From an optimization exercise on the open Yosys and OpenROAD flow, aimed at small area, a short achievable clock period and few clock cycles per item; shortcuts taken in it are not production practice.
The RTL was checked by simulation tests, not by an equivalence proof against the original design.
Power is estimated from default activity; no workload was simulated.

[design/flow/design.v]
`default_nettype none
package pptbl_pkg;
   localparam int OPCODE_W   = 1;
   localparam int IN_SLOT_W  = 6;
   localparam int PAYLOAD_W  = 16;
   localparam int CHAN_W     = 8;
   localparam int STAMP_W    = 32;
   localparam int LEVEL_W    = 26;
   localparam int RATE_W     = 16;
   localparam int STATUS_W   = 2;
   localparam int COST_W     = PAYLOAD_W + 1;
   localparam int PROD_W     = STAMP_W + RATE_W;
   localparam int SUM_W      = PROD_W + 1;
   localparam int CSR_IDX_W  = 2;
   localparam int CSR_DATA_W = LEVEL_W;
   localparam int ENTRY_W    = 1 + LEVEL_W + STAMP_W;
   localparam int INPUT_SLOTS = 1 << IN_SLOT_W;
   localparam logic [COST_W-1:0] TOKEN_UNIT = COST_W'(1024);
   localparam logic [OPCODE_W-1:0] OP_MESSAGE = 1'b0;
   localparam logic [OPCODE_W-1:0] OP_REMOVE  = 1'b1;
   localparam logic [STATUS_W-1:0] STATUS_OK          = 2'd0;
   localparam logic [STATUS_W-1:0] STATUS_BAD_CHANNEL = 2'd1;
   localparam logic [STATUS_W-1:0] STATUS_TOO_LARGE   = 2'd2;
   localparam logic [STATUS_W-1:0] STATUS_RATE_LIMIT  = 2'd3;
   localparam logic [CSR_IDX_W-1:0] REG_BURST_CAPACITY = 2'd0;
   localparam logic [CSR_IDX_W-1:0] REG_REFILL_RATE    = 2'd1;
   localparam logic [CSR_IDX_W-1:0] REG_MAX_PAYLOAD    = 2'd2;
   localparam logic [CSR_IDX_W-1:0] REG_MAX_CHANNEL    = 2'd3;
   localparam logic [LEVEL_W-1:0]   RST_BURST_CAPACITY = LEVEL_W'(32768);
   localparam logic [RATE_W-1:0]    RST_REFILL_RATE    = RATE_W'(10);
   localparam logic [PAYLOAD_W-1:0] RST_MAX_PAYLOAD    = PAYLOAD_W'(4096);
   localparam logic [CHAN_W-1:0]    RST_MAX_CHANNEL    = CHAN_W'(64);
   typedef struct packed {
      logic [OPCODE_W-1:0]  opcode;
      logic [PAYLOAD_W-1:0] payload_bytes;
      logic [CHAN_W-1:0]    channel_length;
      logic [STAMP_W-1:0]   now_ms;
   } req_type;
   typedef struct packed {
      logic                 valid;
      logic [LEVEL_W-1:0]   level;
      logic [STAMP_W-1:0]   stamp;
   } entry_type;
   typedef struct packed {
      logic                 en;
      entry_type            data;
   } wr_type;
   typedef struct packed {
      logic [LEVEL_W-1:0]   burst_capacity;
      logic [RATE_W-1:0]    refill_rate;
      logic [PAYLOAD_W-1:0] max_payload_bytes;
      logic [CHAN_W-1:0]    max_channel_bytes;
   } cfg_type;
   typedef struct packed {
      logic                 has_result;
      logic                 accepted;
      logic [STATUS_W-1:0]  status;
      logic [LEVEL_W-1:0]   tokens_left;
   } rsp_type;
endpackage
`default_nettype wire
`default_nettype none
module pptbl_table #(
   parameter int PLAYER_SLOTS = 64,
   parameter int SLOT_W       = 6
) (
   input  wire                        clock,
   input  wire                        reset,
   input  wire                        rd_en,
   input  wire  [SLOT_W-1:0]          rd_addr,
   input  pptbl_pkg::wr_type          wr,
   input  wire  [SLOT_W-1:0]          wr_addr,
   output pptbl_pkg::entry_type       rd_data,
   output logic                       busy
);
   logic [pptbl_pkg::ENTRY_W-1:0] mem [PLAYER_SLOTS];
   pptbl_pkg::entry_type mem_q_ff;
   pptbl_pkg::entry_type byp_data_ff;
   logic                 byp_ff, byp_in;
   logic                 busy_ff, busy_in;
   logic [SLOT_W-1:0]    clr_ff, clr_in;
   logic                 mem_we;
   logic [SLOT_W-1:0]    mem_waddr;
   pptbl_pkg::entry_type mem_wdata;
   localparam logic [SLOT_W-1:0] LAST_SLOT = SLOT_W'(PLAYER_SLOTS - 1);
   always_comb begin
      clr_in  = clr_ff;
      busy_in = busy_ff;
      if (busy_ff) begin
         clr_in = clr_ff + SLOT_W'(1);
         if (clr_ff == LAST_SLOT) begin
            busy_in = 1'b0;
         end
      end
   end
   always_comb begin
      if (busy_ff) begin
         mem_we    = 1'b1;
         mem_waddr = clr_ff;
         mem_wdata = '0;
      end else begin
         mem_we    = wr.en;
         mem_waddr = wr_addr;
         mem_wdata = wr.data;
      end
   end
   assign byp_in = rd_en ? (wr.en && (wr_addr == rd_addr)) : byp_ff;
   always_ff @(posedge clock) begin
      if (reset) begin
         busy_ff <= 1'b1;
         clr_ff  <= '0;
         byp_ff  <= 1'b0;
      end else begin
         busy_ff <= busy_in;
         clr_ff  <= clr_in;
         byp_ff  <= byp_in;
      end
   end
   always_ff @(posedge clock) begin
      if (mem_we) begin
         mem[mem_waddr] <= mem_wdata;
      end
      if (rd_en) begin
         mem_q_ff    <= mem[rd_addr];
         byp_data_ff <= wr.data;
      end
   end
   assign rd_data = byp_ff ? byp_data_ff : mem_q_ff;
   assign busy    = busy_ff;
endmodule
`default_nettype wire
`default_nettype none
module pptbl_calc (
   input  pptbl_pkg::req_type    item,
   input  pptbl_pkg::entry_type  entry,
   input  pptbl_pkg::cfg_type    cfg,
   output pptbl_pkg::rsp_type    rsp,
   output pptbl_pkg::wr_type     wr
);
   logic                                bad_chan;
   logic                                too_big;
   logic [pptbl_pkg::LEVEL_W-1:0]       cur_level;
   logic [pptbl_pkg::STAMP_W-1:0]       cur_stamp;
   logic [pptbl_pkg::STAMP_W-1:0]       elapsed;
   logic [pptbl_pkg::PROD_W-1:0]        product;
   logic [pptbl_pkg::SUM_W-1:0]         sum;
   logic [pptbl_pkg::LEVEL_W-1:0]       refill_level;
   logic [pptbl_pkg::COST_W-1:0]        cost;
   logic                                limited;
   logic [pptbl_pkg::LEVEL_W-1:0]       after_level;
   logic [pptbl_pkg::LEVEL_W-1:0]       held_level;
   assign bad_chan = (item.channel_length == '0) ||
                     (item.channel_length > cfg.max_channel_bytes);
   assign too_big  = item.payload_bytes > cfg.max_payload_bytes;
   assign cur_level = entry.valid ? entry.level : cfg.burst_capacity;
   assign cur_stamp = entry.valid ? entry.stamp : item.now_ms;
   assign elapsed = item.now_ms - cur_stamp;
   assign product = pptbl_pkg::PROD_W'(elapsed) * pptbl_pkg::PROD_W'(cfg.refill_rate);
   assign sum     = pptbl_pkg::SUM_W'(cur_level) + pptbl_pkg::SUM_W'(product);
   always_comb begin
      priority if (elapsed == '0) begin
         refill_level = cur_level;
      end else if (sum > pptbl_pkg::SUM_W'(cfg.burst_capacity)) begin
         refill_level = cfg.burst_capacity;
      end else begin
         refill_level = sum[pptbl_pkg::LEVEL_W-1:0];
      end
   end
   assign cost        = pptbl_pkg::TOKEN_UNIT + pptbl_pkg::COST_W'(item.payload_bytes);
   assign limited     = refill_level < pptbl_pkg::LEVEL_W'(cost);
   assign after_level = refill_level - pptbl_pkg::LEVEL_W'(cost);
   assign held_level  = entry.valid ? entry.level : '0;
   always_comb begin
      rsp             = '0;
      wr.en           = 1'b0;
      wr.data.valid   = 1'b1;
      wr.data.level   = refill_level;
      wr.data.stamp   = item.now_ms;
      priority if (item.opcode == pptbl_pkg::OP_REMOVE) begin
         wr.en         = 1'b1;
         wr.data.valid = 1'b0;
         wr.data.level = entry.level;
         wr.data.stamp = entry.stamp;
      end else if (bad_chan) begin
         rsp.has_result  = 1'b1;
         rsp.status      = pptbl_pkg::STATUS_BAD_CHANNEL;
         rsp.tokens_left = held_level;
      end else if (too_big) begin
         rsp.has_result  = 1'b1;
         rsp.status      = pptbl_pkg::STATUS_TOO_LARGE;
         rsp.tokens_left = held_level;
      end else if (limited) begin
         wr.en           = 1'b1;
         rsp.has_result  = 1'b1;
         rsp.status      = pptbl_pkg::STATUS_RATE_LIMIT;
         rsp.tokens_left = refill_level;
      end else begin
         wr.en           = 1'b1;
         wr.data.level   = after_level;
         rsp.has_result  = 1'b1;
         rsp.accepted    = 1'b1;
         rsp.status      = pptbl_pkg::STATUS_OK;
         rsp.tokens_left = after_level;
      end
   end
endmodule
`default_nettype wire
`default_nettype none
module per_player_token_bucket_limiter #(
   parameter int PLAYER_SLOTS = 64
) (
   input  wire                                clock,
   input  wire                                reset,
   input  wire                                req_valid,
   output wire                                req_ready,
   input  wire  [pptbl_pkg::OPCODE_W-1:0]     req_opcode,
   input  wire  [pptbl_pkg::IN_SLOT_W-1:0]    req_player_slot,
   input  wire  [pptbl_pkg::PAYLOAD_W-1:0]    req_payload_bytes,
   input  wire  [pptbl_pkg::CHAN_W-1:0]       req_channel_length,
   input  wire  [pptbl_pkg::STAMP_W-1:0]      req_now_ms,
   output wire                                rsp_valid,
   input  wire                                rsp_ready,
   output wire                                rsp_accepted,
   output wire  [pptbl_pkg::STATUS_W-1:0]     rsp_status,
   output wire  [pptbl_pkg::LEVEL_W-1:0]      rsp_tokens_left,
   input  wire                                csr_wr_en,
   input  wire  [pptbl_pkg::CSR_IDX_W-1:0]    csr_index,
   input  wire  [pptbl_pkg::CSR_DATA_W-1:0]   csr_wr_data
);
   localparam int SLOT_W = $clog2(PLAYER_SLOTS);
   pptbl_pkg::cfg_type   cfg_ff, cfg_in;
   logic                 s1_valid_ff, s1_valid_in;
   pptbl_pkg::req_type   s1_item_ff;
   logic [SLOT_W-1:0]    s1_slot_ff;
   logic                 rsp_valid_ff, rsp_valid_in;
   pptbl_pkg::rsp_type   rsp_ff;
   logic                 advance;
   logic                 req_take;
   logic                 busy;
   logic [SLOT_W-1:0]    req_slot;
   pptbl_pkg::entry_type entry;
   pptbl_pkg::rsp_type   calc_rsp;
   pptbl_pkg::wr_type    calc_wr;
   pptbl_pkg::wr_type    tbl_wr;
   pptbl_pkg::req_type   req_item;
   logic [SLOT_W-1:0]    slot_map [pptbl_pkg::INPUT_SLOTS];
   for (genvar i = 0; i < pptbl_pkg::INPUT_SLOTS; i++) begin : g_slot_map
      assign slot_map[i] = SLOT_W'(i % PLAYER_SLOTS);
   end
   assign req_slot = slot_map[req_player_slot];
   assign req_item.opcode         = req_opcode;
   assign req_item.payload_bytes  = req_payload_bytes;
   assign req_item.channel_length = req_channel_length;
   assign req_item.now_ms         = req_now_ms;
   assign advance   = !rsp_valid_ff || rsp_ready;
   assign req_ready = !busy && (!s1_valid_ff || advance);
   assign req_take  = req_valid && req_ready;
   always_comb begin
      cfg_in = cfg_ff;
      if (csr_wr_en) begin
         unique case (csr_index)
            pptbl_pkg::REG_BURST_CAPACITY: cfg_in.burst_capacity = csr_wr_data;
            pptbl_pkg::REG_REFILL_RATE:
               cfg_in.refill_rate = csr_wr_data[pptbl_pkg::RATE_W-1:0];
            pptbl_pkg::REG_MAX_PAYLOAD:
               cfg_in.max_payload_bytes = csr_wr_data[pptbl_pkg::PAYLOAD_W-1:0];
            pptbl_pkg::REG_MAX_CHANNEL:
               cfg_in.max_channel_bytes = csr_wr_data[pptbl_pkg::CHAN_W-1:0];
         endcase
      end
   end
   pptbl_table #(
      .PLAYER_SLOTS (PLAYER_SLOTS),
      .SLOT_W       (SLOT_W)
   ) u_table (
      .clock   (clock),
      .reset   (reset),
      .rd_en   (req_take),
      .rd_addr (req_slot),
      .wr      (tbl_wr),
      .wr_addr (s1_slot_ff),
      .rd_data (entry),
      .busy    (busy)
   );
   pptbl_calc u_calc (
      .item  (s1_item_ff),
      .entry (entry),
      .cfg   (cfg_ff),
      .rsp   (calc_rsp),
      .wr    (calc_wr)
   );
   always_comb begin
      tbl_wr    = calc_wr;
      tbl_wr.en = calc_wr.en && s1_valid_ff && advance;
   end
   always_comb begin
      s1_valid_in  = s1_valid_ff;
      rsp_valid_in = rsp_valid_ff;
      if (advance) begin
         s1_valid_in  = req_take;
         rsp_valid_in = s1_valid_ff && calc_rsp.has_result;
      end else if (req_take) begin
         s1_valid_in  = 1'b1;
      end
   end
   always_ff @(posedge clock) begin
      if (reset) begin
         cfg_ff.burst_capacity    <= pptbl_pkg::RST_BURST_CAPACITY;
         cfg_ff.refill_rate       <= pptbl_pkg::RST_REFILL_RATE;
         cfg_ff.max_payload_bytes <= pptbl_pkg::RST_MAX_PAYLOAD;
         cfg_ff.max_channel_bytes <= pptbl_pkg::RST_MAX_CHANNEL;
         s1_valid_ff              <= 1'b0;
         rsp_valid_ff             <= 1'b0;
      end else begin
         cfg_ff       <= cfg_in;
         s1_valid_ff  <= s1_valid_in;
         rsp_valid_ff <= rsp_valid_in;
      end
   end
   always_ff @(posedge clock) begin
      if (req_take) begin
         s1_item_ff <= req_item;
         s1_slot_ff <= req_slot;
      end
      if (advance) begin
         rsp_ff <= calc_rsp;
      end
   end
   assign rsp_valid       = rsp_valid_ff;
   assign rsp_accepted    = rsp_ff.accepted;
   assign rsp_status      = rsp_ff.status;
   assign rsp_tokens_left = rsp_ff.tokens_left;
endmodule
`default_nettype wire
[design/flow/run.sh]
#!/bin/bash
# synth_recipe.tcl (not shown) runs the flow's synth.tcl, then flattens the netlist and writes it again
# the make line also repeats each setting of config.mk as NAME=value (left out here)
make -C /OpenROAD-flow-scripts/flow DESIGN_CONFIG=/design/flow/config.mk WORK_HOME=/design/flow/orfs CLKGATE_MAP_FILE= SYNTH_SCRIPT=/design/flow/synth_recipe.tcl finish
[design/flow/config.mk]
export PLATFORM = sky130hd
export DESIGN_NAME = per_player_token_bucket_limiter
export DESIGN_NICKNAME = per_player_token_bucket_limiter
export VERILOG_FILES = /design/flow/design.v
export SDC_FILE = /design/flow/constraint.sdc
export NUM_CORES = 4
export LEC_CHECK = 0
export CAP_MARGIN = 20
export CORE_MARGIN = 2
export CORE_UTILIZATION = 40
export SLEW_MARGIN = 20
[design/flow/constraint.sdc]
create_clock -name core_clock -period 16.0 [get_ports {clock}]
set_input_delay 3.2000 -clock core_clock [delete_from_list [all_inputs] [get_ports {clock}]]
set_output_delay 3.2000 -clock core_clock [all_outputs]
set_load 0.01 [all_outputs]
==> results.txt <==
timing repair:
item	4_1_cts	5_1_grt
setup buffers	0	14
hold buffers	0	0
pin swaps	0	12
resized for setup	3	52
gates cloned	0	3
endpoints found under the setup margin	773	1719
synth_stat cells, drive strengths merged, types with 37 or more instances:
| master | n |
|---|---|
| o21ai | 136 |
| mux2i | 103 |
| nor2 | 254 |
| clkbuf | 359 |
| dfxtp | 76 |
| nand3 | 51 |
| nor2b | 37 |
| mux4 | 1239 |
| a21oi | 277 |
| nor3 | 41 |
| edfxtp | 3986 |
| nand4 | 45 |
| inv | 606 |
| xnor2 | 43 |
| fa | 447 |
| ha | 233 |
| buf | 131 |
| and2 | 238 |
| xor2 | 37 |
| nand2 | 639 |
state kept, by name, indices dropped and copies added (netlist names):
register,count
u_table.mem,3776
cfg_ff,66
u_table.byp_data_ff,59
u_table.mem_q_ff,59
s1_item_ff,57
rsp_ff,29
s1_slot_ff,6
u_table.clr_ff,6
rsp_valid_ff,1
s1_valid_ff,1
u_table.busy_ff,1
u_table.byp_ff,1
area by class of cell:
cell class | count | share of cell area
clock buffers | 499 | 0.0530
multi-input cells | 4247 | 0.266
inverters | 606 | 0.0112
well taps | 5928 | 0.0365
clock inverters | 263 | 0.0121
repair buffers | 523 | 0.0245
diodes | 6 | 0.0000739
flip-flops and latches | 4062 | 0.597
worst max path at each step:
stage / start / endpoint / slack, ns / cells after the start
after CTS: u_table.byp_ff$_SDFFE_PP0P_ / u_table.mem[18][53]$_DFFE_PP_ / 0.05 / 60
after global routing: u_table.byp_ff$_SDFFE_PP0P_ / u_table.mem[22][53]$_DFFE_PP_ / -0.03 / 62
after detailed placement: u_table.byp_ff$_SDFFE_PP0P_ / u_table.mem[48][53]$_DFFE_PP_ / -0.22 / 60
after floorplan: u_table.byp_ff$_SDFFE_PP0P_ / u_table.mem[0][40]$_DFFE_PP_ / 0.05 / 66
final: u_table.byp_ff$_SDFFE_PP0P_ / u_table.mem[28][34]$_DFFE_PP_ / 0.68 / 60
after global placement: u_table.byp_ff$_SDFFE_PP0P_ / u_table.mem[62][53]$_DFFE_PP_ / -0.28 / 54
worst max-delay path, delay by kind of cell, from the launching register on:
kind            cells  cell delay, ns
xor+xnor            1            0.11
fa+ha+maj          11            4.74
buf+inv             9            1.39
simple gates       13            2.86
compound gates     23            4.51
flops               1            0.38
mux                 3            0.90
metrics by stage:
step / hold slack (ns) / std cells
after detailed placement: 0.450 / 15300
after global routing: 0.477 / 16100
after CTS: 0.459 / 16100
after global placement: 0.447 / 15300
final: 0.458 / 16100
after floorplan: 0.436 / 9405
logic make-up (layout without fill, tap and decap cells):
group	Yosys count	after routing	synth area share
AND/OR/NAND/NOR	1429	1429	0.0378
buffers and inverters	1096	1891	0.0234
other	0	6	0
XOR/XNOR	80	80	0.00393
adder cells (fa/ha/maj)	680	680	0.0666
multiplexers	1360	1360	0.164
AO/OA/AOI/OAI	698	698	0.0246
flip-flops	4062	4062	0.680
power groups by stage:
stage               Sequential (µW)  Combinational (µW)  Clock, µW
CTS                           11600                2380       9610
detailed placement            11800                2370          0
floorplan                     11800                1540          0
finish                        11600                2390       9490
global route                  11600                2590      10000
global placement              11800                2380          0
metal layers:
layer	vias up	track usage	share of wire	routed length (µm)
met4	16	0.0712	0.032	17700
met5	-	0	0.00020	107
met1	52500	0.346	0.41	223000
li1	38000	-	-	-
met3	857	0.0445	0.097	53400
met2	5353	0.373	0.46	254000
==> results.cfg <==
[setup_path]
critPathMaxStageDelay_ns = 0.59
r2r-end = u_table.mem[28][34]$_DFFE_PP_
crit_required_ns = 16.61
reg2reg_depth = 60
r2r_slack_ns = 0.68
path_common_cell = fa_1
worstSetupPathType = reg -> reg
cp_slowest_cell = or4_4
startpoint_type = register
end_kind = register
rr_startpoint = u_table.byp_ff$_SDFFE_PP0P_
cp_data_arrival_time_ns = 15.93
path_max_fanout = 64

[yosys]
syn_nets = 10200
ys_types = 99
syn_inst = 9405
synth_area_um2 = 178000
async_reset_ff_frac = 0
synth_enable_flop_cells = 3986
synth_area_leader_cell = edfxtp_1
synth_top_area_frac = 0.672
ys_warn_count = 4
ys_ff_latch = 4062
yosys_most_used_dff = edfxtp_1
yosysSeqAreaShare = 0.680
yosys-top-cells-area = edfxtp_1 67%, mux4_2 16%, fa_1 5.0%
avgSynthCellArea_um2 = 18.9

[cts]
cts_tree = built
clockRootBuffer = clkbuf_16
clockBufferDepth = 4
path_clk_slew_ns = 0.06
htreeDepth = 5
numCtsBuffers = 411
cts.sinks = 4062
clock_latency_ns = 1.04

[floorplan]
die_area_um2 = 451000
die_width_um = 671
initial_core_util = 0.401
rows = 245
io_pins = 127
die_y_um = 671
fp.coreArea_um2 = 444000

[placement]
post-place-ws_ns = -0.224
gp_congestion = 0.908
placed_area_um2 = 189000
dp_hpwl_um = 321000
portBuffers = 126

[pwr]
switching_power_uw = 5600
p_total_uw = 23500
seqPwrFrac = 0.494
ir_drop_mv = 0.110
swShare = 0.238
powerDensity_nw_per_um2 = 116
p_leak_uw = 0.0705
p_clk_frac = 0.404
p_int_uw = 17900
p_comb_frac = 0.102

[global_route]
grt_max_degree = 135
grt.overflow.total = 0
antenna_found_initial = 39
grt_pass1_wl_um = 761000
grt_usage = 0.240
grt_pass1_vias = 96400

[sta]
finalSetupViolCount = 0
setup_tns_ns = 0
fin_crit_ns = 15.32
worstMarginPinSlew_ns = 1.24
timing.fmax_mhz = 65.3
finalHoldViolCount = 0
finalMaxSlewViolations = 0
slew_headroom = 0.172
skew_ns = 0.117
period_share = 0.957
setup_ws_ns = 0.682

[cells_and_area]
multi_input_area_um2 = 54000
final_area_um2 = 203000
layout_common_cells = 3986 x edfxtp_1, 1239 x mux4_2, 636 x nand2_1
ff_latch_area_um2 = 121000
fin_util = 0.457
layout_commonest_cell = edfxtp_1
n_fill_cell = 37400
fin_nets = 10600
area_growth_syn_to_layout_pct = 14.0
drive_gt1_frac = 0.238

[min_path]
hold_class = reg -> reg
min-delay-start = cfg_ff[14]$_SDFFE_PP0P_
hold_depth = 2
min_to = cfg_ff[14]$_SDFFE_PP0P_

[detailed_routing]
via_per_inst = 6.00
first_iter_violations = 14000
route.vias.total = 96700
wl_per_cell_um = 34.0
final_antenna_net_count = 0
drcViolationCount = 0
drt_pass1_iterations = 7
routed_wl_um = 548000

[outcome]
status = finished clean

[job]
cap_viol_max_count = 0
Testbench counts, summed over its fixed seeds: cycles 24,792, items 24,000.

==> separate check: timing with driven ports <==
How much do the figures lean on ideal ports? The routed layout below was timed once more, with nothing changed but the port constraints. Step 1 assumes that a clkbuf_16 drives the clock port and a buf_2 every other input. Step 2 times the ports against the registers' clock, not the clock port: input delays grow and output delays shrink by t, the midpoint of the rising clock arrivals with the driver on. Three values: ideal, step 1, step 2; two values: the first two.
shift t [ns]: 1.074
slack for setup (ns): 0.682 / 0.682 / 0.682
worst register clock-pin slew, ns: 0.07 / 0.07
worst slew at a driven data input, ns: 0.09
cell pins on the clock port's net: 1
After both steps this run still meets setup and hold. The setup slack of this run moves by 0.000 ns with the drivers and by 0.000 ns with both steps.
